This is an optimization exercise on Yosys and OpenROAD, whose aim is a short achievable clock period and few clock cycles, not a production implementation.
Function was checked by simulation only, so behaviour that the tests miss may differ from the original.
Power figures rest on the tool's default switching activity, not on a simulated workload.

==> flow/design.v <==
package graph_pkg;
    typedef logic [10-1:0] node_idx_t;
    typedef logic [24-1:0] count_t;
    typedef logic [5-1:0] edge_cnt_t;
    typedef logic [$clog2(128)-1:0] queue_ptr_t;
    typedef enum logic [2:0] {
        IDLE  = 3'd0,
        SEED  = 3'd1,
        POP   = 3'd2,
        FETCH = 3'd3,
        DONE  = 3'd4
    } ctrl_state_t;
endpackage
`timescale 1ns/1ps
module path_ctrl (
    input  logic                 clk,
    input  logic                 rst_n,
    input  logic                 start,
    input  graph_pkg::node_idx_t start_idx,
    input  graph_pkg::node_idx_t end_idx,
    input  logic                 edge_valid,
    input  graph_pkg::node_idx_t next_node_idx,
    input  graph_pkg::edge_cnt_t next_node_counter,
    output graph_pkg::node_idx_t node_idx,
    output logic                 rd_next_node,
    output logic                 done,
    output logic                 load_cur,
    output logic                 add_end,
    output logic                 clear,
    output logic                 edge_ready,
    output logic                 q_seed,
    output logic                 q_offer,
    output graph_pkg::node_idx_t q_offer_idx,
    output logic                 q_pop,
    input  logic                 q_accept,
    input  graph_pkg::node_idx_t q_head_idx,
    input  logic                 q_empty
);
    graph_pkg::ctrl_state_t state;
    graph_pkg::ctrl_state_t state_nxt;
    graph_pkg::node_idx_t   start_reg;
    graph_pkg::node_idx_t   end_reg;
    logic                   run_go;
    logic                   is_end;
    logic                   xfer;
    logic                   last_edge;
    assign run_go = start & ((state == graph_pkg::IDLE) | (state == graph_pkg::DONE));
    assign is_end    = (next_node_idx == end_reg);
    assign last_edge = (next_node_counter == graph_pkg::edge_cnt_t'(1));
    assign edge_ready = (state == graph_pkg::FETCH) & rd_next_node & q_accept;
    assign xfer       = edge_ready & edge_valid;
    always_ff @(posedge clk) begin
        if (run_go) begin
            start_reg <= start_idx;
            end_reg   <= end_idx;
        end
    end
    always_ff @(posedge clk or negedge rst_n) begin
        if (!rst_n) begin
            state        <= graph_pkg::IDLE;
            node_idx     <= '0;
            rd_next_node <= 1'b0;
            done         <= 1'b0;
        end else begin
            state <= state_nxt;
            if (run_go) begin
                done <= 1'b0;
            end else if ((state == graph_pkg::POP) && q_empty) begin
                done <= 1'b1;
            end
            if ((state == graph_pkg::POP) && !q_empty) begin
                node_idx     <= q_head_idx;
                rd_next_node <= 1'b1;
            end else if (xfer && last_edge) begin
                rd_next_node <= 1'b0;
            end
        end
    end
    always_comb begin
        state_nxt   = state;
        q_seed      = 1'b0;
        q_offer     = 1'b0;
        q_pop       = 1'b0;
        q_offer_idx = next_node_idx;
        load_cur    = 1'b0;
        add_end     = 1'b0;
        clear       = 1'b0;
        case (state)
            graph_pkg::IDLE,
            graph_pkg::DONE: begin
                if (run_go) begin
                    clear     = 1'b1;
                    state_nxt = graph_pkg::SEED;
                end
            end
            graph_pkg::SEED: begin
                q_seed      = 1'b1;
                q_offer_idx = start_reg;
                state_nxt   = graph_pkg::POP;
            end
            graph_pkg::POP: begin
                if (q_empty) begin
                    state_nxt = graph_pkg::DONE;
                end else begin
                    q_pop     = 1'b1;
                    load_cur  = 1'b1;
                    state_nxt = graph_pkg::FETCH;
                end
            end
            graph_pkg::FETCH: begin
                if (xfer) begin
                    if (is_end) begin
                        add_end = 1'b1;
                    end else begin
                        q_offer = 1'b1;
                    end
                    if (last_edge) begin
                        state_nxt = graph_pkg::POP;
                    end
                end
            end
            default: begin
                state_nxt = graph_pkg::IDLE;
            end
        endcase
    end
endmodule
`timescale 1ns/1ps
module path_queue (
    input  logic                 clk,
    input  logic                 rst_n,
    input  logic                 q_seed,
    input  logic                 q_offer,
    input  graph_pkg::node_idx_t q_offer_idx,
    input  logic                 q_pop,
    input  graph_pkg::count_t    q_offer_val,
    output logic                 q_accept,
    output graph_pkg::node_idx_t q_head_idx,
    output graph_pkg::count_t    q_head_val,
    output logic                 q_empty
);
    graph_pkg::node_idx_t       idx_mem [128];
    graph_pkg::count_t          val_mem [128];
    logic [128-1:0]    valid;
    graph_pkg::queue_ptr_t      wr_ptr;
    graph_pkg::queue_ptr_t      rd_ptr;
    graph_pkg::queue_ptr_t      hit_ptr;
    logic                       hit;
    logic                       ptr_eq;
    logic                       full;
    logic                       do_push;
    logic                       do_merge;
    logic                       do_pop;
    graph_pkg::count_t          push_val;
    assign ptr_eq  = (wr_ptr == rd_ptr);
    assign q_empty = ptr_eq & ~valid[rd_ptr];
    assign full    = ptr_eq & valid[rd_ptr];
    always_comb begin
        hit     = 1'b0;
        hit_ptr = '0;
        for (int i = 0; i < 128; i++) begin
            if (valid[i] && (idx_mem[i] == q_offer_idx)) begin
                hit     = 1'b1;
                hit_ptr = graph_pkg::queue_ptr_t'(i);
            end
        end
    end
    assign q_accept = hit | ~full;
    assign q_head_idx = idx_mem[rd_ptr];
    assign q_head_val = val_mem[rd_ptr];
    assign do_merge = q_offer & hit;
    assign do_push  = q_seed | (q_offer & ~hit & ~full);
    assign do_pop   = q_pop & ~q_empty;
    assign push_val = q_seed ? graph_pkg::count_t'(1) : q_offer_val;
    always_ff @(posedge clk) begin
        if (do_push) begin
            idx_mem[wr_ptr] <= q_offer_idx;
            val_mem[wr_ptr] <= push_val;
        end else if (do_merge) begin
            val_mem[hit_ptr] <= val_mem[hit_ptr] + q_offer_val;
        end
    end
    always_ff @(posedge clk or negedge rst_n) begin
        if (!rst_n) begin
            valid  <= '0;
            wr_ptr <= '0;
            rd_ptr <= '0;
        end else begin
            if (do_push) begin
                valid[wr_ptr] <= 1'b1;
                wr_ptr        <= wr_ptr + 1'b1;
            end else if (do_pop) begin
                valid[rd_ptr] <= 1'b0;
                rd_ptr        <= rd_ptr + 1'b1;
            end
        end
    end
endmodule
`timescale 1ns/1ps
module path_accum (
    input  logic              clk,
    input  logic              rst_n,
    input  logic              load_cur,
    input  logic              add_end,
    input  logic              clear,
    output graph_pkg::count_t path_count,
    output graph_pkg::count_t q_offer_val,
    input  graph_pkg::count_t q_head_val
);
    graph_pkg::count_t cur_count;
    graph_pkg::count_t end_count;
    graph_pkg::count_t end_sum;
    assign end_sum = end_count + cur_count;
    always_ff @(posedge clk or negedge rst_n) begin
        if (!rst_n) begin
            cur_count <= '0;
        end else if (clear) begin
            cur_count <= '0;
        end else if (load_cur) begin
            cur_count <= q_head_val;
        end
    end
    always_ff @(posedge clk or negedge rst_n) begin
        if (!rst_n) begin
            end_count <= '0;
        end else if (clear) begin
            end_count <= '0;
        end else if (add_end) begin
            end_count <= end_sum;
        end
    end
    assign q_offer_val = cur_count;
    assign path_count = end_count;
endmodule
`timescale 1ns/1ps
module path_counter_top (
    input  logic                 clk,
    input  logic                 rst_n,
    input  logic                 start,
    input  graph_pkg::node_idx_t start_idx,
    input  graph_pkg::node_idx_t end_idx,
    input  logic                 edge_valid,
    input  graph_pkg::node_idx_t next_node_idx,
    input  graph_pkg::edge_cnt_t next_node_counter,
    output logic                 edge_ready,
    output graph_pkg::node_idx_t node_idx,
    output logic                 rd_next_node,
    output graph_pkg::count_t    path_count,
    output logic                 done
);
    logic                 q_seed;
    logic                 q_offer;
    graph_pkg::node_idx_t q_offer_idx;
    logic                 q_pop;
    graph_pkg::count_t    q_offer_val;
    logic                 q_accept;
    graph_pkg::node_idx_t q_head_idx;
    graph_pkg::count_t    q_head_val;
    logic                 q_empty;
    logic load_cur;
    logic add_end;
    logic clear;
    path_ctrl u_ctrl (
        .clk               (clk),
        .rst_n             (rst_n),
        .start             (start),
        .start_idx         (start_idx),
        .end_idx           (end_idx),
        .edge_valid        (edge_valid),
        .next_node_idx     (next_node_idx),
        .next_node_counter (next_node_counter),
        .node_idx          (node_idx),
        .rd_next_node      (rd_next_node),
        .done              (done),
        .load_cur          (load_cur),
        .add_end           (add_end),
        .clear             (clear),
        .edge_ready        (edge_ready),
        .q_seed            (q_seed),
        .q_offer           (q_offer),
        .q_offer_idx       (q_offer_idx),
        .q_pop             (q_pop),
        .q_accept          (q_accept),
        .q_head_idx        (q_head_idx),
        .q_empty           (q_empty)
    );
    path_queue u_queue (
        .clk         (clk),
        .rst_n       (rst_n),
        .q_seed      (q_seed),
        .q_offer     (q_offer),
        .q_offer_idx (q_offer_idx),
        .q_pop       (q_pop),
        .q_offer_val (q_offer_val),
        .q_accept    (q_accept),
        .q_head_idx  (q_head_idx),
        .q_head_val  (q_head_val),
        .q_empty     (q_empty)
    );
    path_accum u_accum (
        .clk         (clk),
        .rst_n       (rst_n),
        .load_cur    (load_cur),
        .add_end     (add_end),
        .clear       (clear),
        .path_count  (path_count),
        .q_offer_val (q_offer_val),
        .q_head_val  (q_head_val)
    );
endmodule
==> flow/run.sh <==
#!/bin/bash
# synth_recipe.tcl (not shown) runs the flow's synth.tcl, then flattens the netlist and writes it again
# the make line also repeats each setting of config.mk as NAME=value (left out here)
make -C /OpenROAD-flow-scripts/flow DESIGN_CONFIG=/design/flow/config.mk WORK_HOME=/design/flow/orfs CLKGATE_MAP_FILE= SYNTH_SCRIPT=/design/flow/synth_recipe.tcl finish
==> flow/config.mk <==
export PLATFORM = sky130hd
export DESIGN_NAME = path_counter_top
export DESIGN_NICKNAME = path_counter_top
export VERILOG_FILES = /design/flow/design.v
export SDC_FILE = /design/flow/constraint.sdc
export NUM_CORES = 8
export LEC_CHECK = 0
export CAP_MARGIN = 40
export CORE_MARGIN = 2
export CORE_UTILIZATION = 30
export SLEW_MARGIN = 20
==> flow/constraint.sdc <==
create_clock -name core_clock -period 15.0 [get_ports {clk}]
set_input_delay 3.0000 -clock core_clock [delete_from_list [all_inputs] [get_ports {clk}]]
set_output_delay 3.0000 -clock core_clock [all_outputs]
set_load 0.01 [all_outputs]
==> flow_metrics.env <==
export IMPL_crit_arrival_ns=14.71
export IMPL_critPathBufInv=8
export IMPL_drt_iter0_markers=28612
export IMPL_crit_path_frequent_cell="a21oi_1"
export IMPL_via_per_inst=6.17
export IMPL_clk_pin_slew_ns=0.06
export IMPL_ios=76
export IMPL_drv_cap=0
export IMPL_cts_tree="built"
export IMPL_yosysTopAreaCell="edfxtp_1"
export IMPL_synth_top_area_frac=0.556
export IMPL_largest_reg_flops=3072
export IMPL_setup_slack_ns=1.13
export IMPL_regMostFlops="u_queue.val_mem"
export IMPL_yosysSeqAreaShare=0.577
export IMPL_clock_fmax_mhz=72.1
export IMPL_pre_cts_slack_ns=0.396
export IMPL_power_density_nw_per_um2=172
export IMPL_crit_path_max_fanout=65
export IMPL_rows=326
export IMPL_crit_path_end_kind="flip-flop"
export IMPL_hpwl_um=652000
export IMPL_numPortBuffers=75
export IMPL_dieArea_um2=795000
export IMPL_cpLargestDelayFamily="compound AO/OA/AOI/OAI gates"
export IMPL_hold_class="reg2reg"
export IMPL_syn_avg_cell_area_um2=14.3
export IMPL_startpoint_type="input pin"
export IMPL_cp_slowest_stage_delay_ns=0.68
export IMPL_yosys_warnings=3
export IMPL_dr_pass1_iters=7
export IMPL_post_cts_buffers=0
export IMPL_grt_start_max_net_pins=116
export IMPL_max_slew_margin=0.275
export IMPL_syn_num_nets=16649
export IMPL_irDropWorstVdd_uv=144
export IMPL_synthTopCellsByArea="edfxtp_1, mux4_2, mux2i_1"
export IMPL_grt_util_all_layers=0.239
export IMPL_drive_gt1_frac=0.211
export IMPL_die_w_um=892
export IMPL_r2r_slack_ns=1.36
export IMPL_drtAntennaViolNets=0
export IMPL_route_detailed_drc=0
export IMPL_postCtsHoldBufs=0
export IMPL_cts_resized=0
export IMPL_rsz0062_at_grt="false"
export IMPL_reg_largest_list="u_queue.val_mem x3072, u_queue.idx_mem x1280, u_queue.valid x128"
export IMPL_crit_required_ns=15.84
export IMPL_post_drt_wl_per_cell_um=35.8
export IMPL_path_class="in2reg"
export IMPL_grt_pass1_vias=160230
export IMPL_fin_crit_sh=0.925
export IMPL_core_um2=786000
export IMPL_synth_edf_count=4372
export IMPL_ys_seq_elements=4577
export IMPL_yosysUniqueCellTypes=104
export IMPL_dr_total_vias=171891
export IMPL_grt_pass1_wl_um=1350000
export IMPL_initial_core_util=0.300
export IMPL_hold_viol=0
export IMPL_antenna_found_initial=99
export IMPL_power_leakage_nw=84.5
export IMPL_dieHeight_um=892
export IMPL_slew_violations=0
export IMPL_final_nets=16969
export IMPL_cp_slowest_cell="buf_4"
export IMPL_fin_crit_ns=13.87
export IMPL_synth_ff_type="edfxtp_1"
export IMPL_netlist_area_um2=236000
export IMPL_numCtsBuffers=482
export IMPL_cts_root_buf="clkbuf_16"
export IMPL_place_congestion=1.02
export IMPL_outcome="timing/DRC/antenna clean"
export IMPL_timing_hold_ws_ns=0.481
export IMPL_areaGrowthSynthToFinish_pct=15.6
export IMPL_syn_inst=16553
export IMPL_clock_latency_ns=1.13
export IMPL_htree_num_levels=5
export IMPL_wl_um=998000
export IMPL_cts_sinks=4577
export IMPL_clk_path_buf_depth=4
export IMPL_yosys_cell_count_top_type="edfxtp_1"
export IMPL_synth_async_reset_ratio=0.0448
export IMPL_ys_top_cells_by_count="edfxtp_1, mux4_2, a211oi_1"
export IMPL_overflow=0
export IMPL_worst_pin_slew_ns=1.09
export IMPL_fin_worst_skew_ns=0.0864
export IMPL_finalSetupViolCount=0
-- routing by layer --
metal | GRT usage | part of all wire
met5 | 0.00113 | 0.00061
met4 | 0.160 | 0.082
met3 | 0.0691 | 0.13
met2 | 0.353 | 0.43
met1 | 0.306 | 0.36
-- cells in the final DEF, fill, tap and decap left out, drive strengths merged, types with 37 or more instances in the layout --
cell type | netlist | routed
ha | 55 | 55
o2111ai | 53 | 53
xnor2 | 940 | 940
buf | 591 | 1087
clkinv | 7 | 234
edfxtp | 4372 | 4372
nor2 | 536 | 536
nand2b | 78 | 78
a221oi | 38 | 38
o21ai | 641 | 641
o221ai | 43 | 43
mux2i | 983 | 983
bufinv | 0 | 61
nand3 | 195 | 195
nand4 | 132 | 132
o211ai | 266 | 266
nand2 | 715 | 715
a211oi | 1115 | 1115
mux2 | 271 | 271
a221o | 48 | 48
clkbuf | 730 | 585
o31ai | 53 | 53
diode | 0 | 70
o22ai | 141 | 141
dfrtp | 205 | 205
or4 | 37 | 37
a2111oi | 68 | 68
nor4 | 181 | 181
mux4 | 1273 | 1273
nor2b | 118 | 118
and2 | 582 | 582
a21oi | 826 | 826
xor2 | 418 | 418
clkdlybuf4s50 | 0 | 64
inv | 137 | 149
a31oi | 46 | 46
nor3 | 159 | 159
-- kinds of logic (layout without fill, tap and decap cells) --
logic type,count (synthesis),after routing,share of synthesized area
other,0,70,0
adders and majority gates,57,57,0.00308
DFF,4577,4577,0.577
and+or+nand+nor,2950,2950,0.0653
muxes,2527,2527,0.176
xor gates and xnor gates,1358,1358,0.0503
buffers and inverters,1465,2205,0.0262
AOI/OAI and AO/OA,3619,3619,0.102
-- path summary, 6_finish.rpt --
kind | from | to | cells past startpoint
worst max register to register | u_ctrl.state[0]$_DFFE_PN0P_ | u_queue.val_mem[51][22]$_DFFE_PP_ | 50
min in group asynchronous | rst_n | u_ctrl.node_idx[3]$_DFFE_PN0P_ | 1
max in group asynchronous | rst_n | u_accum.end_count[23]$_DFFE_PN0P_ | 3
worst max-delay path | next_node_idx[5] | u_queue.val_mem[51][22]$_DFFE_PP_ | 48
worst min-delay path | u_ctrl.node_idx[4]$_DFFE_PN0P_ | u_ctrl.node_idx[4]$_DFFE_PN0P_ | 2
worst min register to register | u_ctrl.node_idx[4]$_DFFE_PN0P_ | u_ctrl.node_idx[4]$_DFFE_PN0P_ | 2
-- worst register-to-register path, delay by kind of cell (launching register included) --
family | cells | cell delay [ns]
AOI/OAI and AO/OA | 31 | 7.03
xor gates and xnor gates | 2 | 0.36
adders and majority gates | 1 | 0.38
buffers and inverters | 9 | 2.77
DFF | 1 | 0.33
and+or+nand+nor | 7 | 2.34
-- power by group --
| part | total (mW) | leakage [nW] | switching, mW | internal, mW |
|---|---|---|---|---|
| clock network | 12.4 | 7.84 | 5.39 | 7.04 |
| registers | 16.7 | 42.0 | 0.652 | 16.0 |
| logic | 17.9 | 34.6 | 11.6 | 6.34 |
-- cell type report --
cell class,count,area [um2]
Inverter,144,583
Tap cell,10496,13100
Fill cell,75309,513000
Sequential cell,4577,136000
Clock buffer,581,12600
Timing Repair Buffer,1157,11300
Clock inverter,323,3440
Multi-Input combinational cell,10511,95300
Antenna cell,70,175
-- per-stage QoR --
step	cell area [um2]	total power, mW	TNS (ns)	utilization	std cells
5_1_grt	273000	47.9	0	0.347	27797
3_3_place_gp	254000	33.9	-40.54	0.323	26656
2_1_floorplan	236000	26.4	0	-	16553
6_report	273000	47.0	0	0.347	27859
3_5_place_dp	256000	34.1	0	0.326	26851
4_1_cts	273000	46.4	0	0.347	27755
Testbench counts, summed over its fixed seeds: cycles 134,317.

port drivers added, routing unchanged:
No port has a modelled driver above. Below, the same layout with a new extraction and two added sets of constraints. Step 1 sets driving cells, clkbuf_16 on the clock port and buf_2 on the other inputs (assumed; they add their load-dependent delay and slew). Step 2, shift: input delay + t, output delay - t, t = (earliest + latest rising clock arrival at the registers) / 2. This alone moves slack from input paths to output paths. Slacks: no drivers / after step 1 / after step 2; pairs: no drivers / after step 1.
shift t [ns]: 1.220
setup slack, ns: 1.126 / 1.232 / 0.013
clock arrival spread, ns: 0.086 / 0.087
cell pins on the clock port's net: 1
After both steps setup and hold are still met in this run. For this run, drivers alone change the setup slack by +0.106 ns; drivers and shift together by -1.113 ns.
